What follows belongs to an exercise in optimizing a design on an open flow for small area, a short achievable clock period and few clock cycles per item; a production flow would make more cautious choices. Function was checked by simulation only, so behaviour that the tests miss may differ from the original. Power and IR drop assume default switching activity.

**flow/flow/run.sh**
```bash
#!/bin/bash
# The standard layout (the standard.sh, standard synthesis unchanged) with
# one change: ports are buffered with sky130_fd_sc_hd__buf_2 cells.
# make's full output goes to flow_make.log; ORFS keeps each step's log under orfs/logs.
set -euo pipefail
bash standard.sh "BUFFER_PORTS_ARGS=-buffer_cell sky130_fd_sc_hd__buf_2" finish > flow_make.log 2>&1
```
**flow/standard.sh**
```bash
#!/bin/bash
# synth_recipe.tcl (not shown) runs the flow's synth.tcl, then flattens the netlist and writes it again
# the make line also repeats each setting of config.mk as NAME=value (left out here)
make -C /OpenROAD-flow-scripts/flow DESIGN_CONFIG=/design/flow/config.mk WORK_HOME=/design/flow/orfs CLKGATE_MAP_FILE= SYNTH_SCRIPT=/design/flow/synth_recipe.tcl "${@:-finish}"
```
**flow/config.mk**
```make
export PLATFORM = sky130hd
export DESIGN_NAME = fpPipeline
export DESIGN_NICKNAME = fpPipeline
export VERILOG_FILES = /design/flow/design.v
export SDC_FILE = /design/flow/constraint.sdc
export NUM_CORES = 4
export LEC_CHECK = 0
export ABC_AREA = 1
export CAP_MARGIN = 20
export CORE_MARGIN = 2
export CORE_UTILIZATION = 40
export CTS_CLUSTER_DIAMETER = 80
export CTS_CLUSTER_SIZE = 30
export PLACE_DENSITY = 0.75
export SETUP_SLACK_MARGIN = 5
export SLEW_MARGIN = 20
```
**flow/constraint.sdc**
```tcl
create_clock -name core_clock -period 8.0 [get_ports {CP}]
set_input_delay 1.6000 -clock core_clock [delete_from_list [all_inputs] [get_ports {CP}]]
set_output_delay 1.6000 -clock core_clock [all_outputs]
set_load 0.01 [all_outputs]
```
**flow/design.v**
```verilog
package dfpPacketPkg;
    localparam int COLOR_WIDTH = 3;
    localparam int GEN_WIDTH = 8;
    localparam int DEST_WIDTH = 7;
    localparam int LR2_WIDTH = 2;
    localparam int OPERAND_WIDTH = 16;
    localparam int ID_WIDTH = COLOR_WIDTH + GEN_WIDTH + DEST_WIDTH + LR2_WIDTH + 2;
    localparam int IN_PACKET_WIDTH = ID_WIDTH + 6 + 2 + 2 * OPERAND_WIDTH;
    localparam int OUT_PACKET_WIDTH = ID_WIDTH + 2 + OPERAND_WIDTH;
    localparam int MEM_DEPTH = 16;
    localparam int MEM_ADDR_WIDTH = 4;
endpackage
package dfpOpcodePkg;
    localparam int OPCODE_WIDTH = 6;
    localparam logic [OPCODE_WIDTH-1:0] OP_ADD = 6'h00;
    localparam logic [OPCODE_WIDTH-1:0] OP_ADDC = 6'h01;
    localparam logic [OPCODE_WIDTH-1:0] OP_SUB = 6'h02;
    localparam logic [OPCODE_WIDTH-1:0] OP_SUBC = 6'h03;
    localparam logic [OPCODE_WIDTH-1:0] OP_AND = 6'h04;
    localparam logic [OPCODE_WIDTH-1:0] OP_OR = 6'h05;
    localparam logic [OPCODE_WIDTH-1:0] OP_XOR = 6'h06;
    localparam logic [OPCODE_WIDTH-1:0] OP_MUL = 6'h07;
    localparam logic [OPCODE_WIDTH-1:0] OP_SHL = 6'h08;
    localparam logic [OPCODE_WIDTH-1:0] OP_SHR = 6'h09;
    localparam logic [OPCODE_WIDTH-1:0] OP_ROL = 6'h0a;
    localparam logic [OPCODE_WIDTH-1:0] OP_ROR = 6'h0b;
    localparam logic [OPCODE_WIDTH-1:0] OP_BZ = 6'h10;
    localparam logic [OPCODE_WIDTH-1:0] OP_BNZ = 6'h11;
    localparam logic [OPCODE_WIDTH-1:0] OP_BC = 6'h12;
    localparam logic [OPCODE_WIDTH-1:0] OP_BNC = 6'h13;
    localparam logic [OPCODE_WIDTH-1:0] OP_BZL = 6'h14;
    localparam logic [OPCODE_WIDTH-1:0] OP_BNZL = 6'h15;
    localparam logic [OPCODE_WIDTH-1:0] OP_LDM = 6'h18;
    localparam logic [OPCODE_WIDTH-1:0] OP_STM = 6'h19;
    localparam logic [OPCODE_WIDTH-1:0] OP_ABSORB = 6'h20;
    localparam logic [OPCODE_WIDTH-1:0] OP_CHGCOL = 6'h28;
    localparam logic [OPCODE_WIDTH-1:0] OP_ADDGEN = 6'h29;
    localparam logic [OPCODE_WIDTH-1:0] OP_DECGEN = 6'h2a;
endpackage
`timescale 1ns/10ps
module booth8Mul (
    input  logic [15:0] a,
    input  logic [15:0] a3,
    input  logic [4:0]  s1,
    input  logic [4:0]  s2,
    input  logic [4:0]  s3,
    input  logic [4:0]  s4,
    input  logic [4:0]  neg,
    input  logic        odd5,
    output logic [47:0] rows
);
    wire pp0_0 = ((s1[0] & a[0]) | (s2[0] & 1'b0) | (s3[0] & a3[0]) | (s4[0] & 1'b0)) ^ neg[0];
    wire pp0_1 = ((s1[0] & a[1]) | (s2[0] & a[0]) | (s3[0] & a3[1]) | (s4[0] & 1'b0)) ^ neg[0];
    wire pp0_2 = ((s1[0] & a[2]) | (s2[0] & a[1]) | (s3[0] & a3[2]) | (s4[0] & a[0])) ^ neg[0];
    wire pp0_3 = ((s1[0] & a[3]) | (s2[0] & a[2]) | (s3[0] & a3[3]) | (s4[0] & a[1])) ^ neg[0];
    wire pp0_4 = ((s1[0] & a[4]) | (s2[0] & a[3]) | (s3[0] & a3[4]) | (s4[0] & a[2])) ^ neg[0];
    wire pp0_5 = ((s1[0] & a[5]) | (s2[0] & a[4]) | (s3[0] & a3[5]) | (s4[0] & a[3])) ^ neg[0];
    wire pp0_6 = ((s1[0] & a[6]) | (s2[0] & a[5]) | (s3[0] & a3[6]) | (s4[0] & a[4])) ^ neg[0];
    wire pp0_7 = ((s1[0] & a[7]) | (s2[0] & a[6]) | (s3[0] & a3[7]) | (s4[0] & a[5])) ^ neg[0];
    wire pp0_8 = ((s1[0] & a[8]) | (s2[0] & a[7]) | (s3[0] & a3[8]) | (s4[0] & a[6])) ^ neg[0];
    wire pp0_9 = ((s1[0] & a[9]) | (s2[0] & a[8]) | (s3[0] & a3[9]) | (s4[0] & a[7])) ^ neg[0];
    wire pp0_10 = ((s1[0] & a[10]) | (s2[0] & a[9]) | (s3[0] & a3[10]) | (s4[0] & a[8])) ^ neg[0];
    wire pp0_11 = ((s1[0] & a[11]) | (s2[0] & a[10]) | (s3[0] & a3[11]) | (s4[0] & a[9])) ^ neg[0];
    wire pp0_12 = ((s1[0] & a[12]) | (s2[0] & a[11]) | (s3[0] & a3[12]) | (s4[0] & a[10])) ^ neg[0];
    wire pp0_13 = ((s1[0] & a[13]) | (s2[0] & a[12]) | (s3[0] & a3[13]) | (s4[0] & a[11])) ^ neg[0];
    wire pp0_14 = ((s1[0] & a[14]) | (s2[0] & a[13]) | (s3[0] & a3[14]) | (s4[0] & a[12])) ^ neg[0];
    wire pp0_15 = ((s1[0] & a[15]) | (s2[0] & a[14]) | (s3[0] & a3[15]) | (s4[0] & a[13])) ^ neg[0];
    wire pp1_0 = ((s1[1] & a[0]) | (s2[1] & 1'b0) | (s3[1] & a3[0]) | (s4[1] & 1'b0)) ^ neg[1];
    wire pp1_1 = ((s1[1] & a[1]) | (s2[1] & a[0]) | (s3[1] & a3[1]) | (s4[1] & 1'b0)) ^ neg[1];
    wire pp1_2 = ((s1[1] & a[2]) | (s2[1] & a[1]) | (s3[1] & a3[2]) | (s4[1] & a[0])) ^ neg[1];
    wire pp1_3 = ((s1[1] & a[3]) | (s2[1] & a[2]) | (s3[1] & a3[3]) | (s4[1] & a[1])) ^ neg[1];
    wire pp1_4 = ((s1[1] & a[4]) | (s2[1] & a[3]) | (s3[1] & a3[4]) | (s4[1] & a[2])) ^ neg[1];
    wire pp1_5 = ((s1[1] & a[5]) | (s2[1] & a[4]) | (s3[1] & a3[5]) | (s4[1] & a[3])) ^ neg[1];
    wire pp1_6 = ((s1[1] & a[6]) | (s2[1] & a[5]) | (s3[1] & a3[6]) | (s4[1] & a[4])) ^ neg[1];
    wire pp1_7 = ((s1[1] & a[7]) | (s2[1] & a[6]) | (s3[1] & a3[7]) | (s4[1] & a[5])) ^ neg[1];
    wire pp1_8 = ((s1[1] & a[8]) | (s2[1] & a[7]) | (s3[1] & a3[8]) | (s4[1] & a[6])) ^ neg[1];
    wire pp1_9 = ((s1[1] & a[9]) | (s2[1] & a[8]) | (s3[1] & a3[9]) | (s4[1] & a[7])) ^ neg[1];
    wire pp1_10 = ((s1[1] & a[10]) | (s2[1] & a[9]) | (s3[1] & a3[10]) | (s4[1] & a[8])) ^ neg[1];
    wire pp1_11 = ((s1[1] & a[11]) | (s2[1] & a[10]) | (s3[1] & a3[11]) | (s4[1] & a[9])) ^ neg[1];
    wire pp1_12 = ((s1[1] & a[12]) | (s2[1] & a[11]) | (s3[1] & a3[12]) | (s4[1] & a[10])) ^ neg[1];
    wire pp2_0 = ((s1[2] & a[0]) | (s2[2] & 1'b0) | (s3[2] & a3[0]) | (s4[2] & 1'b0)) ^ neg[2];
    wire pp2_1 = ((s1[2] & a[1]) | (s2[2] & a[0]) | (s3[2] & a3[1]) | (s4[2] & 1'b0)) ^ neg[2];
    wire pp2_2 = ((s1[2] & a[2]) | (s2[2] & a[1]) | (s3[2] & a3[2]) | (s4[2] & a[0])) ^ neg[2];
    wire pp2_3 = ((s1[2] & a[3]) | (s2[2] & a[2]) | (s3[2] & a3[3]) | (s4[2] & a[1])) ^ neg[2];
    wire pp2_4 = ((s1[2] & a[4]) | (s2[2] & a[3]) | (s3[2] & a3[4]) | (s4[2] & a[2])) ^ neg[2];
    wire pp2_5 = ((s1[2] & a[5]) | (s2[2] & a[4]) | (s3[2] & a3[5]) | (s4[2] & a[3])) ^ neg[2];
    wire pp2_6 = ((s1[2] & a[6]) | (s2[2] & a[5]) | (s3[2] & a3[6]) | (s4[2] & a[4])) ^ neg[2];
    wire pp2_7 = ((s1[2] & a[7]) | (s2[2] & a[6]) | (s3[2] & a3[7]) | (s4[2] & a[5])) ^ neg[2];
    wire pp2_8 = ((s1[2] & a[8]) | (s2[2] & a[7]) | (s3[2] & a3[8]) | (s4[2] & a[6])) ^ neg[2];
    wire pp2_9 = ((s1[2] & a[9]) | (s2[2] & a[8]) | (s3[2] & a3[9]) | (s4[2] & a[7])) ^ neg[2];
    wire pp3_0 = ((s1[3] & a[0]) | (s2[3] & 1'b0) | (s3[3] & a3[0]) | (s4[3] & 1'b0)) ^ neg[3];
    wire pp3_1 = ((s1[3] & a[1]) | (s2[3] & a[0]) | (s3[3] & a3[1]) | (s4[3] & 1'b0)) ^ neg[3];
    wire pp3_2 = ((s1[3] & a[2]) | (s2[3] & a[1]) | (s3[3] & a3[2]) | (s4[3] & a[0])) ^ neg[3];
    wire pp3_3 = ((s1[3] & a[3]) | (s2[3] & a[2]) | (s3[3] & a3[3]) | (s4[3] & a[1])) ^ neg[3];
    wire pp3_4 = ((s1[3] & a[4]) | (s2[3] & a[3]) | (s3[3] & a3[4]) | (s4[3] & a[2])) ^ neg[3];
    wire pp3_5 = ((s1[3] & a[5]) | (s2[3] & a[4]) | (s3[3] & a3[5]) | (s4[3] & a[3])) ^ neg[3];
    wire pp3_6 = ((s1[3] & a[6]) | (s2[3] & a[5]) | (s3[3] & a3[6]) | (s4[3] & a[4])) ^ neg[3];
    wire pp4_0 = ((s1[4] & a[0]) | (s2[4] & 1'b0) | (s3[4] & a3[0]) | (s4[4] & 1'b0)) ^ neg[4];
    wire pp4_1 = ((s1[4] & a[1]) | (s2[4] & a[0]) | (s3[4] & a3[1]) | (s4[4] & 1'b0)) ^ neg[4];
    wire pp4_2 = ((s1[4] & a[2]) | (s2[4] & a[1]) | (s3[4] & a3[2]) | (s4[4] & a[0])) ^ neg[4];
    wire pp4_3 = ((s1[4] & a[3]) | (s2[4] & a[2]) | (s3[4] & a3[3]) | (s4[4] & a[1])) ^ neg[4];
    wire pp5_0 = a[0] & odd5;
    wire fs1 = pp0_9 ^ pp1_6;
    wire fc2 = pp0_9 & pp1_6;
    wire fs3 = pp0_10 ^ pp1_7;
    wire fc4 = pp0_10 & pp1_7;
    wire fs5 = pp0_11 ^ pp1_8;
    wire fc6 = pp0_11 & pp1_8;
    wire fs7 = pp0_12 ^ pp1_9 ^ pp2_6;
    wire fc8 = (pp0_12 & pp1_9) | (pp0_12 & pp2_6) | (pp1_9 & pp2_6);
    wire fs9 = pp3_3 ^ pp4_0;
    wire fc10 = pp3_3 & pp4_0;
    wire fs11 = pp0_13 ^ pp1_10 ^ pp2_7;
    wire fc12 = (pp0_13 & pp1_10) | (pp0_13 & pp2_7) | (pp1_10 & pp2_7);
    wire fs13 = pp3_4 ^ pp4_1;
    wire fc14 = pp3_4 & pp4_1;
    wire fs15 = pp0_14 ^ pp1_11 ^ pp2_8;
    wire fc16 = (pp0_14 & pp1_11) | (pp0_14 & pp2_8) | (pp1_11 & pp2_8);
    wire fs17 = pp3_5 ^ pp4_2;
    wire fc18 = pp3_5 & pp4_2;
    wire fs19 = pp0_15 ^ pp1_12 ^ pp2_9;
    wire fc20 = (pp0_15 & pp1_12) | (pp0_15 & pp2_9) | (pp1_12 & pp2_9);
    wire fs21 = pp3_6 ^ pp4_3 ^ pp5_0;
    wire fc22 = (pp3_6 & pp4_3) | (pp3_6 & pp5_0) | (pp4_3 & pp5_0);
    wire fs23 = pp0_6 ^ pp1_3;
    wire fc24 = pp0_6 & pp1_3;
    wire fs25 = pp0_7 ^ pp1_4;
    wire fc26 = pp0_7 & pp1_4;
    wire fs27 = pp0_8 ^ pp1_5;
    wire fc28 = pp0_8 & pp1_5;
    wire fs29 = fs1 ^ pp2_3 ^ pp3_0;
    wire fc30 = (fs1 & pp2_3) | (fs1 & pp3_0) | (pp2_3 & pp3_0);
    wire fs31 = fs3 ^ pp2_4 ^ pp3_1;
    wire fc32 = (fs3 & pp2_4) | (fs3 & pp3_1) | (pp2_4 & pp3_1);
    wire fs33 = fs5 ^ pp2_5 ^ pp3_2;
    wire fc34 = (fs5 & pp2_5) | (fs5 & pp3_2) | (pp2_5 & pp3_2);
    wire fs35 = fs7 ^ fs9 ^ neg[4];
    wire fc36 = (fs7 & fs9) | (fs7 & neg[4]) | (fs9 & neg[4]);
    wire fs37 = fs11 ^ fs13 ^ fc8;
    wire fc38 = (fs11 & fs13) | (fs11 & fc8) | (fs13 & fc8);
    wire fs39 = fs15 ^ fs17 ^ fc12;
    wire fc40 = (fs15 & fs17) | (fs15 & fc12) | (fs17 & fc12);
    wire fs41 = fs19 ^ fs21 ^ fc16;
    wire fc42 = (fs19 & fs21) | (fs19 & fc16) | (fs21 & fc16);
    assign rows[15:0] = {fs41, fs39, fs37, fs35, fs33, fs31, fs29, fs27, fs25, fs23, pp0_5, pp0_4, pp0_3, pp0_2, pp0_1, pp0_0};
    assign rows[31:16] = {fc18, fc14, fc10, fc6, fc4, fc2, neg[3], pp2_2, pp2_1, pp2_0, pp1_2, pp1_1, pp1_0, 1'b0, 1'b0, neg[0]};
    assign rows[47:32] = {fc40, fc38, fc36, fc34, fc32, fc30, fc28, fc26, fc24, neg[2], 1'b0, 1'b0, neg[1], 1'b0, 1'b0, 1'b0};
endmodule
module booth8Enc (
    input  logic [15:0] b,
    output logic [4:0]  s1,
    output logic [4:0]  s2,
    output logic [4:0]  s3,
    output logic [4:0]  s4,
    output logic [4:0]  neg,
    output logic        odd5
);
    logic [4:0] m0, m1, m2, m3;
    assign m2[0] = b[1] ^ b[2];
    assign m1[0] = b[0] ^ b[2];
    assign m0[0] = 1'b0 ^ b[2];
    assign s1[0] = ~m2[0] & (m1[0] ^ m0[0]);
    assign s2[0] = (~m2[0] & m1[0] & m0[0]) | (m2[0] & ~m1[0] & ~m0[0]);
    assign s3[0] = m2[0] & (m1[0] ^ m0[0]);
    assign s4[0] = m2[0] & m1[0] & m0[0];
    assign neg[0] = b[2];
    assign m2[1] = b[4] ^ b[5];
    assign m1[1] = b[3] ^ b[5];
    assign m0[1] = b[2] ^ b[5];
    assign s1[1] = ~m2[1] & (m1[1] ^ m0[1]);
    assign s2[1] = (~m2[1] & m1[1] & m0[1]) | (m2[1] & ~m1[1] & ~m0[1]);
    assign s3[1] = m2[1] & (m1[1] ^ m0[1]);
    assign s4[1] = m2[1] & m1[1] & m0[1];
    assign neg[1] = b[5];
    assign m2[2] = b[7] ^ b[8];
    assign m1[2] = b[6] ^ b[8];
    assign m0[2] = b[5] ^ b[8];
    assign s1[2] = ~m2[2] & (m1[2] ^ m0[2]);
    assign s2[2] = (~m2[2] & m1[2] & m0[2]) | (m2[2] & ~m1[2] & ~m0[2]);
    assign s3[2] = m2[2] & (m1[2] ^ m0[2]);
    assign s4[2] = m2[2] & m1[2] & m0[2];
    assign neg[2] = b[8];
    assign m2[3] = b[10] ^ b[11];
    assign m1[3] = b[9] ^ b[11];
    assign m0[3] = b[8] ^ b[11];
    assign s1[3] = ~m2[3] & (m1[3] ^ m0[3]);
    assign s2[3] = (~m2[3] & m1[3] & m0[3]) | (m2[3] & ~m1[3] & ~m0[3]);
    assign s3[3] = m2[3] & (m1[3] ^ m0[3]);
    assign s4[3] = m2[3] & m1[3] & m0[3];
    assign neg[3] = b[11];
    assign m2[4] = b[13] ^ b[14];
    assign m1[4] = b[12] ^ b[14];
    assign m0[4] = b[11] ^ b[14];
    assign s1[4] = ~m2[4] & (m1[4] ^ m0[4]);
    assign s2[4] = (~m2[4] & m1[4] & m0[4]) | (m2[4] & ~m1[4] & ~m0[4]);
    assign s3[4] = m2[4] & (m1[4] ^ m0[4]);
    assign s4[4] = m2[4] & m1[4] & m0[4];
    assign neg[4] = b[14];
    assign odd5 = b[15] ^ b[14];
endmodule
`timescale 1ns/10ps
import dfpPacketPkg::*;
import dfpOpcodePkg::*;
module fpPipeline (
    input  logic                                   CP,
    input  logic                                   MR,
    input  logic                                   sendIn,
    output logic                                   ackOut,
    input  logic [dfpPacketPkg::IN_PACKET_WIDTH-1:0]  packetIn,
    output logic                                   sendOut,
    input  logic                                   ackIn,
    output logic [dfpPacketPkg::OUT_PACKET_WIDTH-1:0] packetOut
);
    logic adv;           
    logic v1, v2;        
    logic hv, sv;        
    logic ackReg;        
    assign adv = !sv;
    assign ackOut = ackReg;
    logic [IN_PACKET_WIDTH-1:0] r1;
    logic [3:0]                 r1LdAddr;
    logic [15:0]                r1A3;
    logic [4:0]                 r1S1, r1S2, r1S3, r1S4;
    logic [4:0]                 inS1, inS2, inS3, inS4, inNeg;
    logic                       inOdd5;
    booth8Enc enc_i (.b(packetIn[15:0]), .s1(inS1), .s2(inS2), .s3(inS3), .s4(inS4),
                     .neg(inNeg), .odd5(inOdd5));
    always_ff @(posedge CP)
        if (adv)
        begin
            r1 <= packetIn;
            r1LdAddr <= packetIn[19:16] + packetIn[3:0];
            r1A3 <= packetIn[31:16] + {packetIn[30:16], 1'b0};
            r1S1 <= inS1;
            r1S2 <= inS2;
            r1S3 <= inS3;
            r1S4 <= inS4;
        end
    logic [2:0]  color;
    logic [7:0]  gen;
    logic [6:0]  dest;
    logic [1:0]  lr2;
    logic        br, cpy;
    logic [5:0]  opcode;
    logic        cIn, zIn;
    logic [15:0] dataL, dataR;
    assign {color, gen, dest, lr2, br, cpy, opcode, cIn, zIn, dataL, dataR} = r1;
    logic opAdd, opSub, opAnd, opOr, opXor, opMul, opShl, opShr;
    logic opBz, opLdm, opStm, opAbsorb, opChgcol, opAddgen, opDecgen;
    assign opAdd    = opcode == OP_ADD;
    assign opSub    = opcode == OP_SUB;
    assign opAnd    = opcode == OP_AND;
    assign opOr     = opcode == OP_OR;
    assign opXor    = opcode == OP_XOR;
    assign opMul    = opcode == OP_MUL;
    assign opShl    = opcode == OP_SHL;
    assign opShr    = opcode == OP_SHR;
    assign opBz     = opcode == OP_BZ;
    assign opLdm    = opcode == OP_LDM;
    assign opStm    = opcode == OP_STM;
    assign opAbsorb = opcode == OP_ABSORB;
    assign opChgcol = opcode == OP_CHGCOL;
    assign opAddgen = opcode == OP_ADDGEN;
    assign opDecgen = opcode == OP_DECGEN;
    logic [47:0] mulRows;
    booth8Mul mul_i (.a(dataL), .a3(r1A3), .s1(r1S1), .s2(r1S2), .s3(r1S3), .s4(r1S4),
                     .neg({dataR[14], dataR[11], dataR[8], dataR[5], dataR[2]}),
                     .odd5(dataR[15] ^ dataR[14]), .rows(mulRows));
    logic        bigShift;
    logic [15:0] shIn, shOut, shRes, dataLRev, shOutRev;
    always_comb
        for (int i = 0; i < 16; i++)
        begin
            dataLRev[i] = dataL[15-i];
            shOutRev[i] = shOut[15-i];
        end
    assign bigShift = |dataR[15:4];
    assign shIn = opShr ? dataLRev : dataL;
    assign shOut = shIn << dataR[3:0];
    assign shRes = bigShift ? 16'd0 : (opShr ? shOutRev : shOut);
    logic [15:0] memData [MEM_DEPTH];
    logic [15:0] memValid;
    logic [3:0]  ldAddr;
    logic [15:0] ldData;
    logic        memWrite;
    assign ldAddr = r1LdAddr;
    assign ldData = memValid[ldAddr] ? memData[ldAddr] : 16'd0;
    assign memWrite = adv && v1 && opStm;
    always_ff @(posedge CP)
        if (memWrite)
            memData[dataL[3:0]] <= dataR;
    always_ff @(posedge CP or posedge MR)
        if (MR)
            memValid <= '0;
        else if (memWrite)
            memValid[dataL[3:0]] <= 1'b1;
    logic [15:0] rowA, rowB, rowC, other;
    always_comb
    begin
        other = dataL;
        if (opAnd)
            other = dataL & dataR;
        else if (opOr)
            other = dataL | dataR;
        else if (opXor)
            other = dataL ^ dataR;
        else if (opShl || opShr)
            other = shRes;
        else if (opLdm)
            other = ldData;
        else if (opStm)
            other = dataR;
    end
    always_comb
    begin
        if (opMul)
        begin
            rowA = mulRows[15:0];
            rowB = mulRows[31:16];
            rowC = mulRows[47:32];
        end
        else
        begin
            rowA = other;
            rowB = opAdd ? dataR : opSub ? ~dataR : 16'd0;
            rowC = {15'd0, opSub};
        end
    end
    logic [2:0] newColor;
    logic [7:0] newGen;
    logic [6:0] newDest;
    logic [1:0] newLr2;
    logic       bzTaken;
    assign bzTaken = opBz && zIn;
    assign newColor = opChgcol ? dataR[2:0] : color;
    assign newGen = (opAddgen || opDecgen) ?
        gen + (opDecgen ? 8'hff : dataR[7:0]) : gen;
    assign newDest = bzTaken ? dest + 7'd1 : dest;
    assign newLr2 = bzTaken ? {lr2[0], lr2[1]} : lr2;
    logic aluOp, arithOp, cSel;
    assign aluOp = opAdd || opSub || opAnd || opOr || opXor || opMul || opShl || opShr;
    assign arithOp = opAdd || opSub;
    assign cSel = (opAnd || opOr || opXor) ? 1'b0 : cIn;
    logic [15:0] r2A, r2B, r2C;
    logic [21:0] r2Id;
    logic        r2Alu, r2Arith, r2Sub, r2C0, r2Z0;
    always_ff @(posedge CP)
        if (adv)
        begin
            r2A <= rowA;
            r2B <= rowB;
            r2C <= rowC;
            r2Id <= {newColor, newGen, newDest, newLr2, br, cpy};
            r2Alu <= aluOp;
            r2Arith <= arithOp;
            r2Sub <= opSub;
            r2C0 <= cSel;
            r2Z0 <= zIn;
        end
    always_ff @(posedge CP or posedge MR)
        if (MR)
        begin
            v1 <= 1'b0;
            v2 <= 1'b0;
        end
        else if (adv)
        begin
            v1 <= sendIn;
            v2 <= v1 && !opAbsorb;
        end
    logic [15:0] cs, cc, zp, zk;
    logic [16:0] total;
    logic        outC, outZ;
    logic [OUT_PACKET_WIDTH-1:0] result;
    assign cs = r2A ^ r2B ^ r2C;
    assign cc = (r2A & r2B) | (r2A & r2C) | (r2B & r2C);
    assign total = {1'b0, cs} + {cc, 1'b0};
    assign outC = r2Arith ? (total[16] ^ r2Sub) : r2C0;
    assign zp = cs ^ {cc[14:0], 1'b0};
    assign zk = {cs[14:0] | {cc[13:0], 1'b0}, 1'b0};
    assign outZ = r2Alu ? (zp == zk) : r2Z0;
    assign result = {r2Id, outC, outZ, total[15:0]};
    logic [OUT_PACKET_WIDTH-1:0] head, skid;
    logic push, pop;
    assign push = adv && v2;
    assign pop = hv && ackIn;
    always_ff @(posedge CP)
    begin
        if (!hv || ackIn)
            head <= sv ? skid : result;
        if (!sv)
            skid <= result;
    end
    logic svNext;
    always_comb
        if (sv)
            svNext = !(!hv || ackIn);
        else
            svNext = push && hv && !ackIn;
    always_ff @(posedge CP or posedge MR)
        if (MR)
        begin
            hv <= 1'b0;
            sv <= 1'b0;
            ackReg <= 1'b1;
        end
        else
        begin
            if (!hv || ackIn)
                hv <= sv || push;
            sv <= svNext;
            ackReg <= !svNext;
        end
    assign sendOut = hv;
    assign packetOut = head;
endmodule
```
==> results.txt, run 1 <==
Die:
- The chip width is 261.2 µm.
- In this run the vertical extent of the chip is 261.2 µm.
- The initial cell density of the core is 40.33%.
- 108 I/O pins were placed.
- The row count is 94.
- The floorplan step defined a core boundary enclosing 65630 µm².
- The die area is 68240 µm².

Global routing:
- The global-route usage over all layers is 20.24%.
- The initial antenna violation count came to 0.
- The global-route congestion overflow total is 0.
- The first global-routing pass estimated 107.0 mm of wire.
- The pin count of the biggest net entering global routing is 138.
- The via count of the first global-routing pass is 18285.

Route:
- After the first detailed-routing iteration, the DRC count stood at 3080.
- The overall routed net length is 71.25 mm.
- After detailed routing, the number of remaining DRC violations is 0.
- Using the TritonRoute via totals, the vias-per-cell ratio works out to 5.630.
- The count of nets left with antenna violations once routing finished came out at 0.
- In the final routed layout, each cell accounts on average for 20.16 µm.
- The first-pass iteration count of the detailed router is 6.
- Across all layers, the routed design uses 19898 vias.

Placement:
- The weighted congestion reported at the end of routability-driven placement is 0.9970.
- In this run the tool buffered the top-level ports with 107 buffer cells.
- The HPWL after detailed placement is 46.03 mm.

Cells and area:
- The synthesis-to-layout area growth is 11.72%.
- The share of layout cells above drive strength 1 is 12.36%.
- 0 antenna diodes ended up in the layout.
- The final layout contains 2842 nets.
- The library cells used most frequently in the layout, excluding fill and tap cells, are sky130_fd_sc_hd__edfxtp_1 (468), sky130_fd_sc_hd__nand2_1 (413), sky130_fd_sc_hd__nor2_1 (280), sky130_fd_sc_hd__o21ai_0 (229), sky130_fd_sc_hd__nand3_1 (161).
- The library cell used most frequently in the layout, excluding fill and tap cells, is sky130_fd_sc_hd__edfxtp_1.

STA:
- Clock skew on the completed layout was measured at 26.17 ps.
- The total negative setup slack is 0 ps.
- The shortest period the worst path allows is 3061 ps.
- The final max-slew violation count is 0.
- The total setup violations reported at the end of the flow is 0.
- The number of hold violations in the final report is 0.
- At the pin with the least slew margin, the transition time is 1055 ps.
- The maximum operating frequency is 0.3266 GHz.
- Setup repair after global routing could not meet its margin everywhere.
- The max-slew headroom at the worst pin is 29.41%.
- The worst path uses 38.27% of the clock period.

Logic synthesis:
- In this run the biggest area consumer among cell types represents 53.10% of the synthesized area.
- Counting flops with a built-in enable in the synthesized netlist gives 468.
- By area the synthesized netlist is led by sky130_fd_sc_hd__edfxtp_1 (53%), sky130_fd_sc_hd__nand2_1 (5.9%), sky130_fd_sc_hd__ha_1 (4.8%), sky130_fd_sc_hd__o21ai_0 (4.5%), sky130_fd_sc_hd__nor2_1 (4.1%).
- After synthesis, flip-flops and latches occupy 58.42% of the total area.
- In this run, distinct cell masters in the synthesized netlist total 50.
- The synthesized netlist net count is 2750.
- Synthesis handed over a netlist of 2557 instances.
- Counting flops with an async set or reset pin after synthesis yields a share of 3.940%.
- The yosys synthesis warning count is 1.
- The biggest area contributor in the post-synthesis netlist is sky130_fd_sc_hd__edfxtp_1.
- The dominant synthesized flop cell is sky130_fd_sc_hd__edfxtp_1.
- In this run the mean area of a mapped cell was 10.35 µm².
- The combined area of all synthesized cells is 26470 µm².
- Synthesis inferred 533 register bits.

Critical path:
- The critical path class is flop to flop.
- The endpoint arrival time on the critical path is 3410 ps.
- The signal on the critical path passes through inv_1 -> o22ai_1 -> a221oi_1 -> xor2_1 -> fa_1 -> fa_1 -> nor2_1 -> a21oi_2.
- The data required time of the critical path is 8350 ps.
- The largest fanout of any net on the critical path is 5.
- The cell that appears most often on the critical path is sky130_fd_sc_hd__fa_1.
- The kind of launch point of the worst setup path is a flop.
- Among all stages on the critical path, the largest delay is contributed by sky130_fd_sc_hd__edfxtp_1.
- The category of the worst setup path capture point is a flop.
- The maximum cell stage delay along the critical path is 550 ps.

CTS:
- The register clock-pin slew on the reported worst setup and hold paths is 100 ps.
- The clock net in this run drives a total of 533 sinks.
- The number of H-tree levels is 1.
- The buffer depth of the longest clock path is 3.
- The root buffer selected by CTS is sky130_fd_sc_hd__clkbuf_16.
- The CTS tree is yes.
- The clock network latency to the later pin of the worst-skew pair is 620 ps.
- TritonCTS created 27 clock buffers.
- The hold-fix buffer count after cts is 0.

Pwr:
- The worst-case IR drop observed on VDD is 182.3 µV.
- Cell internal power was estimated by the tool at 6112 µW.
- Total power for the finished layout comes to 10390 µW.
- The net switching power of the design is 4281 µW.
- Net switching is 41.19% of the power.
- The power density over the cells is 351.5 nW/µm².
- Of the total power, combinational logic draws 43.4%.
- The part of the power in the clock network is 16.1%.
- Of the total power, registers draw 40.5%.
- The analysis attributes to cell leakage a power of 0.01139 µW.

Worst hold path:
- The tightest min-delay check is of the flop to flop type.

Job:
- The total of max-cap violations is 0.

Run status:
- The run finished with no timing, DRC or antenna violations.
## power by group through the flow
| stage | Clock (µW) | Sequential [µW] | Combinational, µW |
|---|---|---|---|
| 5_1_grt | 1800 | 4260 | 4990 |
| 4_1_cts | 1700 | 4210 | 4270 |
| 2_1_floorplan | 0 | 4180 | 2870 |
| 6_report | 1680 | 4210 | 4510 |
| 3_5_place_dp | 0 | 4270 | 4160 |
| 3_3_place_gp | 0 | 4250 | 4070 |
## flip-flops by register name, summed over array words and instances, names as in the netlist, 4 cells and up, named ones only
name	count
head	40
r1A3	16
r2Id	22
r1S3	5
memData	256
r2B	16
r2C	12
r1S2	5
memValid	16
r1S4	5
r1LdAddr	4
r1	61
skid	40
r2A	16
r1S1	5
## synth_stat cells, types with 5 or more instances
master                     instances
sky130_fd_sc_hd__nand4_1          10
sky130_fd_sc_hd__dfxtp_1          44
sky130_fd_sc_hd__o31ai_1           6
sky130_fd_sc_hd__and2_1            6
sky130_fd_sc_hd__o21bai_1          8
sky130_fd_sc_hd__inv_2             6
sky130_fd_sc_hd__dfrtp_1          20
sky130_fd_sc_hd__clkinv_1         12
sky130_fd_sc_hd__nand2_1         417
sky130_fd_sc_hd__edfxtp_1        468
sky130_fd_sc_hd__o21ai_0         240
sky130_fd_sc_hd__o21a_1            5
sky130_fd_sc_hd__ha_1            102
sky130_fd_sc_hd__buf_2            22
sky130_fd_sc_hd__nand3_1         162
sky130_fd_sc_hd__or2_2             5
sky130_fd_sc_hd__a221oi_1         37
sky130_fd_sc_hd__xnor2_1          30
sky130_fd_sc_hd__or2_1             5
sky130_fd_sc_hd__inv_1           169
sky130_fd_sc_hd__fa_1             25
sky130_fd_sc_hd__nor3_1           14
sky130_fd_sc_hd__a21oi_1          99
sky130_fd_sc_hd__xor2_1           72
sky130_fd_sc_hd__o211ai_1         24
sky130_fd_sc_hd__o21ai_1          15
sky130_fd_sc_hd__o22ai_1          80
sky130_fd_sc_hd__nor2_1          287
sky130_fd_sc_hd__clkbuf_1         98
sky130_fd_sc_hd__a31oi_1           5
sky130_fd_sc_hd__buf_1             8
sky130_fd_sc_hd__o221ai_1         27
## metal layers
| layer | vias to the layer above | GRT usage [%] | wire length, µm |
|---|---|---|---|
| met4 | 0 | 8.902 | 3541 |
| met1 | 9343 | 28.79 | 29480 |
| li1 | 9184 | - | - |
| met2 | 1153 | 30.62 | 31280 |
| met3 | 218 | 3.271 | 6936 |
| met5 | - | 0 | 0 |
## final timing paths
path / startpoint / end / slack [ps] / depth (start not counted)
worst max-delay path: r1[28]$_DFFE_PN_ / r2A[12]$_DFFE_PN_ / 4940 / 8
worst min-delay path: r1[40]$_DFFE_PN_ / r2Id[0]$_DFFE_PN_ / 430 / 0
worst max register to register: r1[28]$_DFFE_PN_ / r2A[12]$_DFFE_PN_ / 4940 / 8
worst min register to register: r1[40]$_DFFE_PN_ / r2Id[0]$_DFFE_PN_ / 430 / 0
max in group asynchronous: MR / memValid[14]$_DFFE_PP0P_ / 6610 / 3
min in group asynchronous: MR / v1$_DFFE_PP0N_ / 960 / 2
## cell families (layout without fill, tap and decap cells)
logic type               after synthesis  count (layout)  synth area share [%]
AO/OA/AOI/OAI                        561             561                 12.55
XOR/XNOR                             102             102                 3.376
adder cells (fa/ha/maj)              127             127                 6.713
buffers and inverters                319             431                 4.728
flip-flops                           533             533                 58.42
AND/OR/NAND/NOR                      915             916                 14.21
## what timing repair did
action,in CTS,in global routing
resized for setup,31,65
gates cloned,1,1
pin swaps,2,11
buffers inserted,12,30
endpoints found under the setup margin,31,244
## worst max-delay path: cells and delay by family, from the launching register on
kind | cells | cell delay [ps]
xor+xnor | 1 | 280
compound gates | 3 | 540
buf+inv | 1 | 280
fa+ha+maj | 2 | 960
simple gates | 1 | 190
flops | 1 | 550
## stage by stage
stage               worst slack (ps)  std cells  cell area (µm²)  hold WS, ps  utilization (%)
floorplan                       4659       2557            26540        400.3                -
global placement                4322       3439            27940        402.6            42.57
detailed placement              4297       3439            27940        405.7            42.57
CTS                             4860       3502            29070        430.9            44.29
global route                    4892       3534            29570        439.8            45.05
finish                          4939       3534            29570        432.3            45.05
## cell type report
cell class / count / area, µm²
clock buffer: 34 / 711.9
clock inverter: 16 / 229.0
fill: 6041 / 36060
inverter: 187 / 768.2
multi-input combinational: 1706 / 10030
sequential: 533 / 15470
tap: 864 / 1081
timing repair buffer: 193 / 1276
timing repair inverter: 1 / 5.005
Testbench counts, summed over its fixed seeds: cycles 16,024, items 16,000.
==> inputs of run 2 (changes only) <==
==> flow/flow/run.sh (replaced) <==
#!/bin/bash
# The standard layout (the standard.sh, standard synthesis unchanged) with
# two changes: ports are buffered with sky130_fd_sc_hd__buf_2 cells, and timing
# repair aims for 5.2 ns of setup slack (a 2.8 ns period) instead of 5.
# make's full output goes to flow_make.log; ORFS keeps each step's log under orfs/logs.
set -euo pipefail
bash standard.sh "BUFFER_PORTS_ARGS=-buffer_cell sky130_fd_sc_hd__buf_2" SETUP_SLACK_MARGIN=5.2 finish > flow_make.log 2>&1
==> run 2 against run 1 <==
Clock skew grew 10 ps. First-iteration DRC count shrank 6.7%. Sequential cell count did not move. Clock power is 4% lower. Largest cell class unchanged. Highest routed layer unchanged.
==> results.txt, run 2 <==
Run status:
- The run finished with no timing, DRC or antenna violations.

Cells and area:
- Leaving out fill and tap cells, the most frequent cell in the layout is sky130_fd_sc_hd__edfxtp_1.
- After filler insertion, the fill cell instance count of the layout stands at 5895.
- The post-route non-filler standard cell count is 3583.
- Registers take 15470 µm².
- The post-route netlist has 16.59% of its cells at a drive strength greater than 1.
- The flip-flop count of the largest register, all copies and words added is 256.
- The synthesis-to-layout area growth is 14.90%.
- The final layout contains 2896 nets.
- The top cell types in the final layout, fill and taps aside, are sky130_fd_sc_hd__edfxtp_1 (468), sky130_fd_sc_hd__nand2_1 (405), sky130_fd_sc_hd__nor2_1 (277), sky130_fd_sc_hd__o21ai_0 (222), sky130_fd_sc_hd__nand3_1 (157).
- The multi-input combinational cells in the finished layout cover a total of 10380 µm².

Placement:
- The pre-CTS setup slack is 4296 ps.
- The weighted congestion reported at the end of routability-driven placement is 0.9826.
- The HPWL after detailed placement is 46.49 mm.
- The number of buffers added on ports is 107.
- Once placement completed, the tool counted placed cells totaling 3437.

Pwr:
- The peak supply drop is 201.7 µV.
- The total power after layout is 10850 µW.
- The power density over the cells is 356.9 nW/µm².
- The leakage power is 0.01172 µW.

Logic synthesis:
- In the synthesized netlist the dominant register cell turns out to be sky130_fd_sc_hd__edfxtp_1.
- The area fraction of the dominant cell type after synthesis is 53.10%.
- Counting flops with a built-in enable in the synthesized netlist gives 468.
- The number of nets handed over by synthesis was 2750.
- The async set-reset flop share out of synthesis is 3.940%.
- In the post-synthesis netlist, the cell with the most instances is sky130_fd_sc_hd__edfxtp_1.
- The number of cells produced by synthesis is 2557.
- The sequential fraction of the synthesis area is 58.42%.
- For this run, the number of Yosys warnings is 1.
- The netlist uses 50 different library cells.
- The average instance in the mapped netlist occupies 10.35 µm².
- The flip-flop and latch count after synthesis is 533.
- The combined area of all synthesized cells is 26470 µm².
- The cell taking the most area after synthesis is sky130_fd_sc_hd__edfxtp_1.
- Yosys attributes the largest share of cell area to sky130_fd_sc_hd__edfxtp_1 (53%), sky130_fd_sc_hd__nand2_1 (5.9%), sky130_fd_sc_hd__ha_1 (4.8%), sky130_fd_sc_hd__o21ai_0 (4.5%), sky130_fd_sc_hd__nor2_1 (4.1%).
- The commonest cells after synthesis are sky130_fd_sc_hd__edfxtp_1 (468), sky130_fd_sc_hd__nand2_1 (417), sky130_fd_sc_hd__nor2_1 (287).

CTS:
- The clock reaches the later pin of the worst-skew pair after 610 ps.
- The CTS sink count is 533.
- The register clock-pin slew on the reported worst setup and hold paths is 100 ps.
- The number of clock buffers added by TritonCTS is 26.
- In this run the number of H-tree levels came out at 1.
- TritonCTS built the clock tree.
- The buffer depth of the longest clock path is 3.
- Buffers inserted to repair hold after CTS numbered 0.
- CTS placed an instance of sky130_fd_sc_hd__clkbuf_16 at the clock tree root.

Critical path:
- The kind of launch point of the worst setup path is a flop.
- In this run the worst setup path begins at ackReg$_DFF_PP1_.
- In this run the number of cells on the critical path is 1.
- The critical path class is flop to primary output.
- The maximum cell stage delay along the critical path is 550 ps.
- The critical path ends at ackOut.
- Data arrives at the worst endpoint at 1250 ps.
- The signal on the critical path passes through buf_6.
- The critical register-to-register path startpoint is r2B[6]$_DFFE_PN_.
- Counting cells, the worst reg-to-reg path comes to 11.
- The worst reg-to-reg setup slack is 5180 ps.
- The critical-path cell with the highest stage delay is sky130_fd_sc_hd__dfstp_2.
- In this run the critical register-to-register path is captured at head[15]$_DFFE_PN_.
- STA classifies the critical path endpoint as a primary output.
- For the worst setup path, the data required time is 6400 ps.
- The number of buffers and inverters on the critical path is 1.
- Broken down by cell family, the worst path's largest delay share belongs to flip-flops.
- Of all nets on the critical path, the largest fanout is 1.

Die:
- The area of the placeable core is 65630 µm².
- The number of ports placed on the die boundary is 108.
- The die covers 68240 µm².
- The floorplan step set the die width to 261.2 µm.
- The vertical die dimension is 261.2 µm.
- The row count is 94.
- The initial cell density of the core is 40.33%.

Route:
- The count of routing violations after the opening detailed-route iteration is 2874.
- The first-pass iteration count of the detailed router is 7.
- Summing over every cut layer, the via total after detailed routing is 20228.
- For this run, design rule violations remaining after detail routing come to 0.
- The count of nets left with antenna violations after detail routing is 0.
- The average vias per placed instance is 5.646.
- The per-cell routed wire length is 20.49 µm.
- The overall routed net length is 73.41 mm.

Worst hold path:
- The startpoint of the worst hold path is r1[40]$_DFFE_PN_.
- The type of the worst min-delay path is flop to flop.

Global routing:
- The via count of the first global-routing pass is 18453.
- The global-route usage over all layers is 20.37%.
- The initial antenna violation count was 0.
- The pin count of the biggest net entering global routing is 141.
- For this run the aggregate overflow at the end of global routing stands at 0.
- The first-pass GRT wire length is 107.9 mm.

STA:
- The number of hold violations in the final report is 0.
- Setup violations remaining at the end of the flow were counted as 0.
- The worst path uses 35.63% of the clock period.
- The final max-slew violation count is 0.
- The max-slew headroom at the worst pin is 37.81%.
- Setup slack on the critical path of the routed design comes to 5149 ps.
- The total negative setup slack is 0 ps.
- Static timing analysis puts the maximum clock frequency at 0.3508 GHz.
- On the final layout, the worst clock skew is 36.66 ps.
- The shortest period the worst path allows is 2851 ps.
- For the pin with the worst max-slew slack, the measured transition is 930.9 ps.
- Setup repair after global routing could not meet its margin everywhere.

Job:
- Max-cap violations in this run came to 0.
==> run 2: cell counts after synthesis <==
Identical to the previous run, type by type.
==> run 2: area by class of cell <==
class,count,area share [%]
antenna,1,0.008229
timing repair inverter,2,0.03292
clock buffer,32,2.329
inverter,187,2.687
timing repair buffer,246,5.773
sequential,533,50.87
tap,864,3.555
multi-input combinational,1707,34.15
clock inverter,11,0.6007
==> run 2: where the power goes <==
| part | internal (µW) | total, µW | switching [µW] |
|---|---|---|---|
| sequential | 3820 | 4170 | 344 |
| combinational | 1860 | 5070 | 3210 |
| clock | 683 | 1620 | 932 |
| total | 6370 | 10900 | 4490 |
==> run 2: repair_timing <==
item,CTS,global route
gates cloned,2,4
pin swaps,24,45
resized for setup,80,126
endpoints found under the setup margin,305,312
buffers inserted,36,60
==> run 2: worst register-to-register path: cells and delay by family, from the launching register on <==
kind,cells,cell delay [ps]
adder cells (fa/ha/maj),2,900
AO/OA/AOI/OAI,5,840
flip-flops,1,430
AND/OR/NAND/NOR,3,300
buffers and inverters,1,60
==> run 2: per-layer routing <==
layer / track usage, % / vias up / wire length (µm)
met1: 28.95 / 9544 / 29650
met3: 3.184 / 207 / 7566
met2: 31.51 / 1192 / 33010
met5: 0 / - / 0
li1: - / 9285 / -
met4: 7.702 / 0 / 3189
==> run 2: worst min path at each step <==
stage | end | depth (start not counted) | slack (ps)
floorplan | r2Id[0]$_DFFE_PN_ | 0 | 400
global placement | r2Id[1]$_DFFE_PN_ | 0 | 400
detailed placement | r2Id[1]$_DFFE_PN_ | 0 | 410
CTS | r2Id[1]$_DFFE_PN_ | 0 | 440
global route | r2Id[1]$_DFFE_PN_ | 0 | 450
finish | r2Id[0]$_DFFE_PN_ | 0 | 430
==> run 2: cell families (layout without fill, tap and decap cells) <==
logic type | Yosys count | in the layout | synth area share (%)
adders and majority gates | 127 | 127 | 6.713
buffers and inverters | 319 | 478 | 4.728
other | 0 | 1 | 0
AOI/OAI and AO/OA | 561 | 561 | 12.55
xor gates and xnor gates | 102 | 102 | 3.376
and+or+nand+nor | 915 | 917 | 14.21
DFF | 533 | 533 | 58.42
==> run 2: stage by stage <==
step	util (%)	cell area, µm²	hold WS [ps]
after global placement	42.58	27940	402.4
after floorplan	-	26580	400.3
after global routing	46.33	30410	446.8
after CTS	44.81	29410	440.3
after detailed placement	42.58	27940	415.0
final	46.33	30410	433.3
==> inputs of run 3 (changes only) <==
--- a/flow/design.v
+++ b/flow/design.v
@@ -216,5 +216,5 @@
     logic hv, sv;        
-    logic ackReg;        
+    logic nackReg;       
     assign adv = !sv;
-    assign ackOut = ackReg;
+    assign ackOut = !nackReg;
     logic [IN_PACKET_WIDTH-1:0] r1;
@@ -335,4 +335,3 @@
     assign newColor = opChgcol ? dataR[2:0] : color;
-    assign newGen = (opAddgen || opDecgen) ?
-        gen + (opDecgen ? 8'hff : dataR[7:0]) : gen;
+    assign newGen = opAddgen ? gen + dataR[7:0] : opDecgen ? gen - 8'd1 : gen;
     assign newDest = bzTaken ? dest + 7'd1 : dest;
@@ -383,3 +382,3 @@
     logic [OUT_PACKET_WIDTH-1:0] head, skid;
-    logic push, pop;
+    logic push, pop, svNext;
     assign push = adv && v2;
@@ -388,2 +387,3 @@
     begin
+        nackReg <= svNext;
         if (!hv || ackIn)
@@ -393,3 +393,2 @@
     end
-    logic svNext;
     always_comb
@@ -404,3 +403,2 @@
             sv <= 1'b0;
-            ackReg <= 1'b1;
         end
@@ -411,3 +409,2 @@
             sv <= svNext;
-            ackReg <= !svNext;
         end
==> run 3 against run 2 <==
Synthesized area grew 2.3%. Setup slack worse by 22 ps. Worst hold slack better by 21 ps. Clock skew shrank 11 ps. Critical path type is now input port to flop. Highest routed layer unchanged. Largest cell class unchanged.
==> results.txt, run 3 <==
Die:
- After floorplanning, the core was divided into 95 placement rows.
- The vertical die dimension is 264.1 µm.
- The die area is 69750 µm².
- The chip width is 264.1 µm.
- The core region is 67040 µm².
- The number of ports placed on the die boundary is 108.
- For this configuration, the core starts out at a cell density of 40.37%.

Route:
- Dividing the detail-routed wire length by the instance count gives 19.68 µm.
- The total via count after detailed routing is 20472.
- For this run, the detailed router's first-pass iteration total came to 6.
- The number of design rule violations left after detail routing is 0.
- The first routing iteration left 3029 violations.
- The average vias per placed instance is 5.545.
- The count of nets left with antenna violations after detail routing is 0.
- After detailed routing, the total wire length is 72.65 mm.

STA:
- Setup violations remaining at the end of the flow were counted as 0.
- Headroom to the max-slew limit came out at 29.83%.
- Dividing the final minimum period by the clock period gives 35.90%.
- Subtracting the final worst setup slack from the clock period gives 2872 ps.
- Setup repair after global routing could not meet its margin everywhere.
- At the pin with the least slew margin, the transition time is 1052 ps.
- The number of hold violations in the final report is 0.
- The total negative setup slack is 0 ps.
- The setup clock skew after layout is 25.27 ps.
- Derived from the worst setup path, the maximum achievable clock frequency is 0.3482 GHz.
- The final max-slew violation count is 0.
- Final hold analysis gives a worst-case slack of 454.5 ps.

Global routing:
- The global-route usage over all layers is 19.97%.
- The pin count of the biggest net entering global routing is 130.
- The via count of the first global-routing pass came to 18702.
- The initial antenna violation count is 0.
- The first-pass GRT wire length is 109.4 mm.
- The global-route congestion overflow total is 0.

Logic synthesis:
- Counting flops with an async set or reset pin after synthesis yields a share of 3.752%.
- The synthesized area per cell is 10.06 µm².
- The most common cell in the synthesized netlist is sky130_fd_sc_hd__edfxtp_1.
- Counting distinct cell types in the post-synthesis netlist gives 50.
- The share of the Yosys chip area taken by registers is 57.11%.
- The flip-flop and latch count after synthesis is 533.
- After synthesis, the cell types taking the most area are sky130_fd_sc_hd__edfxtp_1 (52%), sky130_fd_sc_hd__nand2_1 (5.8%), sky130_fd_sc_hd__nor2_1 (5.3%), sky130_fd_sc_hd__ha_1 (4.8%), sky130_fd_sc_hd__o21ai_0 (4.2%).
- The number of enable flip-flop cells after synthesis is 468.
- The dominant synthesized flop cell is sky130_fd_sc_hd__edfxtp_1.
- The area fraction of the dominant cell type after synthesis is 51.93%.
- The cell taking the most area after synthesis is sky130_fd_sc_hd__edfxtp_1.
- The yosys synthesis warning count is 1.
- The number of cells produced by synthesis is 2690.
- The combined area of all synthesized cells is 27060 µm².
- Counting instances in the post-synthesis netlist gives the leading cell types as sky130_fd_sc_hd__edfxtp_1 (468), sky130_fd_sc_hd__nand2_1 (418), sky130_fd_sc_hd__nor2_1 (385).
- The synthesized netlist net count is 2884.

Cells and area:
- Summing all flip-flop and latch instances after layout gives 15460 µm².
- The share of layout cells above drive strength 1 is 13.62%.
- Leaving out fill and tap cells, the most frequent cell in the layout is sky130_fd_sc_hd__edfxtp_1.
- The number of antenna diodes in the final layout is 0.
- From synthesis to final layout, the design area changed by 12.32%.
- In the layout the commonest cells are sky130_fd_sc_hd__edfxtp_1 (468), sky130_fd_sc_hd__nand2_1 (414), sky130_fd_sc_hd__nor2_1 (381), sky130_fd_sc_hd__o21ai_0 (219), sky130_fd_sc_hd__nand3_1 (215).
- The number of fillers in the final layout is 6151.
- The flip-flop count of the largest register, all copies and words added is 256.
- The multi-input combinational cells in the finished layout cover a total of 10600 µm².
- The final layout contains 2993 nets.

CTS:
- No sink is reached through more buffers than the 3 on the longest clock path.
- The number of H-tree levels is 1.
- The tree is rooted in a sky130_fd_sc_hd__clkbuf_16.
- Hold repair after CTS inserted 0 buffers.
- The register clock-pin slew on the reported worst setup and hold paths is 110 ps.
- The CTS tree is yes.
- The CTS buffer count is 26.
- Clock latency on the worst-skew pair, taken at its later pin, is 600 ps.
- The CTS sink count is 533.

Critical path:
- The kind of launch point of the worst setup path is an input port.
- The worst setup path is of the input port to flop kind.
- STA puts the critical path data required time at 8360 ps.
- Along the worst path, the maximum fanout reaches 5.
- At the worst endpoint, the arrival time is 3230 ps.
- STA classifies the critical path endpoint as a flop.

Job:
- The total of max-cap violations is 0.

Run status:
- The flow ran to the end and the layout has no timing, DRC or antenna violations.

Pwr:
- The switching share of power is 41.92%.
- The internal cell power is 6297 µW.
- In this run, the clock network consumes 15.4% of the power.
- The combinational cell fraction of total power is 45.8%.
- The analysis attributes to cell leakage a power of 0.01180 µW.
- Per report_power, the sequential group accounts for 38.8% of the total.
- The net switching power of the design is 4545 µW.
- The peak supply drop is 186.6 µV.
- In this run the power density over the cells is 356.7 nW/µm².

Placement:
- Detailed placement ended at an HPWL of 46.85 mm.
- The number of buffers added on ports is 107.
- The weighted congestion reported at the end of routability-driven placement is 1.006.

Worst hold path:
- The min-delay analysis places its worst path in the category flop to flop.
run 3: path summary, 6_finish.rpt:
kind                                         from                  to  slack, ps  cells past startpoint
worst max-delay path                 packetIn[17]  r1A3[13]$_DFFE_PN_       5130                     14
worst min-delay path             skid[38]$_DFF_P_    skid[38]$_DFF_P_        450                      2
worst max register to register  r2A[11]$_DFFE_PN_  head[17]$_DFFE_PN_       5210                     12
worst min register to register   skid[38]$_DFF_P_    skid[38]$_DFF_P_        450                      2
max in group asynchronous                      MR        sv$_DFF_PP0_       6320                      2
min in group asynchronous                      MR      v2$_DFFE_PP0N_       1140                      2
run 3: power groups by stage:
stage          clock [µW]  sequential, µW  combinational [µW]
2_1_floorplan           0            4180                3020
3_3_place_gp            0            4280                4280
3_5_place_dp            0            4310                4350
4_1_cts              1700            4210                4520
5_1_grt              1800            4260                5460
6_report             1670            4210                4960
run 3: kinds of logic (layout without fill, tap and decap cells):
kind of cell | after synthesis | after routing | share of synthesized area [%]
fa+ha+maj | 128 | 128 | 6.612
buf+inv | 335 | 462 | 4.989
xor+xnor | 101 | 101 | 3.269
flops | 533 | 533 | 57.11
simple gates | 1079 | 1081 | 16.81
compound gates | 514 | 514 | 11.22
run 3: cell type report:
type                       count  share of cell area (%)
timing repair inverter         3                 0.06586
multi-input combinational   1824                   34.88
sequential                   533                   50.86
clock buffer                  34                   2.342
clock inverter                14                  0.7739
tap                          873                   3.594
inverter                     199                   2.725
timing repair buffer         212                   4.759
run 3: worst max-delay path: stages:
cell and delay (ps):
sky130_fd_sc_hd__buf_8 90, sky130_fd_sc_hd__ha_4 130, sky130_fd_sc_hd__inv_2 30, sky130_fd_sc_hd__fa_2 340, sky130_fd_sc_hd__o21ai_2 140, sky130_fd_sc_hd__nand2_1 80
sky130_fd_sc_hd__nand2_2 100, sky130_fd_sc_hd__a21oi_4 70, sky130_fd_sc_hd__o21ai_2 130, sky130_fd_sc_hd__a21oi_1 80, sky130_fd_sc_hd__o21ai_1 190, sky130_fd_sc_hd__nand3_1 120
sky130_fd_sc_hd__nand3_1 90, sky130_fd_sc_hd__nand2_1 50
run 3: layer usage:
| metal | vias to the layer above | track usage (%) | share of wire [%] |
|---|---|---|---|
| li1 | 9589 | - | - |
| met1 | 9600 | 28.34 | 42 |
| met5 | - | 0 | 0 |
| met4 | 0 | 7.709 | 4.6 |
| met2 | 1076 | 30.76 | 44 |
| met3 | 207 | 3.216 | 9.9 |
run 3: metrics by stage:
stage | cell area (µm²) | utilization [%] | total power (µW) | std cells | setup slack, ps
4_1_cts | 29740 | 44.36 | 10430 | 3644 | 5040
3_5_place_dp | 28440 | 42.43 | 8657 | 3573 | 4231
2_1_floorplan | 27100 | - | 7197 | 2690 | 4620
3_3_place_gp | 28440 | 42.43 | 8559 | 3573 | 4259
5_1_grt | 30400 | 45.34 | 11520 | 3692 | 5010
6_report | 30400 | 45.34 | 10840 | 3692 | 5128
run 3: what timing repair did:
item,in CTS,in global routing
setup endpoints to repair,146,355
cloned,1,4
hold endpoints to repair,0,0
pin swaps,15,19
resized for setup,51,78
setup buffers,22,44
Testbench counts of run 3, summed over its fixed seeds: cycles 16,024, items 16,000.
==> inputs of run 4 (changes only) <==
==> flow/flow/run.sh (replaced) <==
#!/bin/bash
# The standard layout (the standard.sh, standard synthesis unchanged) with
# two changes: ports are buffered with sky130_fd_sc_hd__buf_2 cells, and timing
# repair aims for 5.3 ns of setup slack (a 2.7 ns period) instead of 5.
# make's full output goes to flow_make.log; ORFS keeps each step's log under orfs/logs.
set -euo pipefail
bash standard.sh "BUFFER_PORTS_ARGS=-buffer_cell sky130_fd_sc_hd__buf_2" SETUP_SLACK_MARGIN=5.3 finish > flow_make.log 2>&1
==> run 4 against run 3 <==
Still clean on timing, DRC and antenna. Setup slack better by 20 ps. Via count is 1.8% higher. Global-route usage is 0.78 points higher. Clock-buffer cell count is 1 higher. Critical path type unchanged. Critical endpoint unchanged.
==> results.txt, run 4 <==
Logic synthesis:
- The number of nets in the synthesized netlist is 2884.
- The number of enable flip-flop cells after synthesis is 468.
- In this run, synthesis produced a sequential element count of 533.
- The combined area of all synthesized cells is 27060 µm².
- For this run, the leading register cell type out of synthesis is sky130_fd_sc_hd__edfxtp_1.
- Synthesis produced a netlist whose cell count is 2690.
- Summed over its instances, the top area cell type makes up 51.93% of the synthesized netlist area.
- sky130_fd_sc_hd__edfxtp_1 is the most common cell in the netlist.
- Sorting the synthesized cells by how often they occur yields sky130_fd_sc_hd__edfxtp_1 (468), sky130_fd_sc_hd__nand2_1 (418), sky130_fd_sc_hd__nor2_1 (385).
- Each instance of the synthesized netlist takes up on average 10.06 µm².
- The unique cell type count in the Yosys netlist is 50.
- By area the synthesized netlist is led by sky130_fd_sc_hd__edfxtp_1 (52%), sky130_fd_sc_hd__nand2_1 (5.8%), sky130_fd_sc_hd__nor2_1 (5.3%), sky130_fd_sc_hd__ha_1 (4.8%), sky130_fd_sc_hd__o21ai_0 (4.2%).
- Counting flops with an async set or reset pin after synthesis yields a share of 3.752%.
- The sequential fraction of the synthesis area is 57.11%.
- The cell taking the most area after synthesis is sky130_fd_sc_hd__edfxtp_1.
- The yosys synthesis warning count is 1.

Global routing:
- The via count of the first global-routing pass came to 19236.
- The total overflow left after global routing is 0.
- For this run, the total global-route usage over all layers was measured as 20.75%.
- The initial antenna violation count is 1.
- The first global-routing pass estimated 112.6 mm of wire.
- The pin count of the biggest net entering global routing is 132.

Die:
- The die is 264.1 µm tall.
- The die area is 69750 µm².
- The floorplan step set the die width to 264.1 µm.
- During I/O placement, the number of pins put on the boundary was 108.
- The row count is 95.
- The initial cell density of the core is 40.37%.
- The core region is 67040 µm².

STA:
- The share of the cycle needed by the critical path after routing is 35.65%.
- Based on the critical path, the design can be clocked at up to 0.3506 GHz.
- The max-slew headroom at the worst pin is 38.93%.
- The number of hold violations in the final report is 0.
- The final max-slew violation count is 0.
- Setup repair after global routing could not meet its margin everywhere.
- The worst-margin pin slew is 916.1 ps.
- The total negative setup slack is 0 ps.
- The shortest period the worst path allows is 2852 ps.
- The total setup violations reported at the end of the flow is 0.
- The setup clock skew after layout is 70.36 ps.

Critical path:
- The worst reg-to-reg setup slack is 5290 ps.
- The worst setup path is of the input port to flop kind.
- In this design, the largest share of critical-path delay is due to compound AO/OA/AOI/OAI gates.
- The slowest stage of the critical path is the sky130_fd_sc_hd__fa_2 cell.
- The worst register-to-register path ends at r2A[14]$_DFFE_PN_.
- STA puts the critical path data required time at 8380 ps.
- Of all nets on the critical path, the largest fanout is 4.
- The number of cells on the worst reg-to-reg path is 7.
- Together, buffers and inverters on the worst path number 2.
- The maximum cell stage delay along the critical path is 340 ps.
- The critical register-to-register path startpoint is r1[28]$_DFFE_PN_.
- STA classifies the critical path endpoint as a flop.
- Traced cell by cell, the critical path runs through buf_8 -> ha_4 -> inv_2 -> fa_2 -> o21ai_2 -> nand2_1 -> nand2_2 -> a21oi_4 -> o21ai_2 -> a21oi_1 -> o21ai_1 -> nand3_1 -> nand3_1 -> nand2_1.
- The worst setup path is launched from an input port.
- For the worst setup path, the data arrival time is 3240 ps.

Pwr:
- VDD sags by at most 187.4 µV.
- For this design the ratio of total power to cell area is 360.4 nW/µm².
- In this run the static leakage power is 0.01216 µW.

Route:
- Dividing the detail-routed via count by the number of cells gives 5.565.
- After detailed routing, the total wire length is 76.81 mm.
- The routed layout has 20846 vias.
- The count of routing violations after the opening detailed-route iteration is 2850.
- The number of design rule violations left after detail routing is 0.
- The count of nets left with antenna violations after detail routing is 0.
- Dividing the detail-routed wire length by the instance count gives 20.50 µm.
- Before antenna repair, the detailed router went through 9 iterations.

Placement:
- After detailed placement, the total cell area comes to 28510 µm².
- During placement, the flow inserted port buffers numbering 107.
- At the end of routability-driven placement, the weighted congestion stood at 0.9707.
- The number of placed instances, taps included, is 3576.
- The HPWL after detailed placement is 47.61 mm.

Cells and area:
- For this run, the number of standard cells in the final layout without fillers is 3746.
- The multi-input combinational cell area is 10900 µm².
- In the final layout, flip-flops and latches occupy 15460 µm².
- The most frequent standard cell in the layout excluding fill and tap cells is sky130_fd_sc_hd__edfxtp_1.
- At the end of the flow, the number of nets in the layout was 3046.
- The register with the most flip-flops in the layout has 256 of them.
- The area growth from synthesis to layout is 15.70%.
- In the layout the commonest cells are sky130_fd_sc_hd__edfxtp_1 (468), sky130_fd_sc_hd__nand2_1 (409), sky130_fd_sc_hd__nor2_1 (379), sky130_fd_sc_hd__nand3_1 (214), sky130_fd_sc_hd__o21ai_0 (214).
- Once layout is done, the placed cells without fillers occupy 31310 µm².
- The number of fillers in the final layout is 6041.
- The post-route netlist has 17.13% of its cells at a drive strength greater than 1.

CTS:
- TritonCTS created 26 clock buffers.
- CTS saw 533 sinks.
- The CTS tree is yes.
- At the later pin of the worst-skew pair, clock insertion delay measures 620 ps.
- In this run the number of H-tree levels came out at 1.
- The root buffer selected by CTS is sky130_fd_sc_hd__clkbuf_16.
- The register clock-pin slew on the reported worst setup and hold paths is 110 ps.
- No sink is reached through more buffers than the 3 on the longest clock path.

Job:
- The tool flagged a number of max-cap violations equal to 0.

Worst hold path:
- In this run the worst hold path is classified as flop to flop.
- The worst hold path passes through 0 cells.
- The end of the worst hold path is r2Id[1]$_DFFE_PN_.
- The startpoint identified for the worst hold timing path is r1[41]$_DFFE_PN_.

Run status:
- The flow ran to the end and the layout has no timing, DRC or antenna violations.
[run 4: layer usage]
metal  GRT usage [%]  part of all wire, %
met5               0                    0
met4           8.861                  4.8
met3           3.412                   10
met2           31.91                   44
met1           29.09                   41
[run 4: cell type report]
| class | count | area share, % |
|---|---|---|
| timing repair inverter | 1 | 0.01598 |
| clock buffer | 35 | 2.254 |
| multi-input combinational | 1823 | 34.80 |
| clock inverter | 13 | 0.6274 |
| sequential | 533 | 49.39 |
| antenna | 1 | 0.007992 |
| tap | 873 | 3.489 |
| timing repair buffer | 268 | 6.674 |
| inverter | 199 | 2.741 |
[run 4: logic make-up (layout without fill, tap and decap cells)]
group                    Yosys count  in the layout  share of synthesized area, %
other                              0              1                             0
adder cells (fa/ha/maj)          128            128                         6.612
XOR/XNOR                         101            101                         3.269
AND/OR/NAND/NOR                 1079           1080                         16.81
buffers and inverters            335            516                         4.989
flip-flops                       533            533                         57.11
AO/OA/AOI/OAI                    514            514                         11.22
[run 4: stage by stage]
step / setup slack [ps] / power, µW / util (%) / hold WS (ps)
floorplan: 4622 / 7201 / - / 400.3
global placement: 4275 / 8621 / 42.53 / 404.1
detailed placement: 4256 / 8710 / 42.53 / 418.2
CTS: 5197 / 10590 / 45.04 / 443.1
global route: 5013 / 11970 / 46.70 / 456.1
finish: 5148 / 11280 / 46.70 / 441.2
[run 4: timing repair]
item | in CTS | in global routing
setup endpoints to repair | 434 | 201
hold buffers | 0 | 0
pin swaps | 27 | 38
setup buffers | 49 | 66
cloned | 2 | 4
hold endpoints to repair | 0 | 0
gates resized for setup | 97 | 118
[run 4: how the worst max path moves through the flow]
stage	from	to	slack (ps)	cells past startpoint
after floorplan	packetIn[16]	r1A3[13]$_DFFE_PN_	4620	13
after global routing	packetIn[17]	r1A3[13]$_DFFE_PN_	5010	14
after CTS	packetIn[17]	r1A3[13]$_DFFE_PN_	5200	14
final	packetIn[17]	r1A3[13]$_DFFE_PN_	5150	14
after global placement	packetIn[17]	r1A3[13]$_DFFE_PN_	4280	14
after detailed placement	packetIn[17]	r1A3[13]$_DFFE_PN_	4260	14
[run 4: power by group]
group	total (µW)	switching [µW]	leakage, µW	internal (µW)
registers	4190	366	0.00518	3820
logic	5510	3480	0.00656	2030
clock network	1590	919	0.000424	671
total	11300	4770	0.0122	6520

==> separate check: timing with driven ports <==
The results above use ideal ports. As a check the final layouts listed here were re-extracted and re-timed, cells and wires unchanged. Step 1, drivers: a clkbuf_16 drives CP and a buf_2 each remaining input, both assumed. Step 2 moves the port delays by t, midway between the first and last clock arrival at a register: inputs arrive t later, outputs are due t later. That takes back most of the time a late clock gives input paths. a / b / c = no drivers / after step 1 / after step 2; a / b = the first two.
run	t (ns)	setup WS [ns]	worst register clock-pin slew, ns
run 1	0.667	4.939 / 4.939 / 4.446	0.12 / 0.12
run 2	0.645	5.149 / 5.093 / 4.514	0.12 / 0.12
run 3	0.650	5.128 / 5.131 / 4.481	0.12 / 0.12
run 4	0.637	5.148 / 5.156 / 4.518	0.11 / 0.11
After both steps setup and hold are still met in every run listed. The setup slack of run 3, which loses most, moves by +0.003 ns with the drivers and by -0.647 ns with both steps.
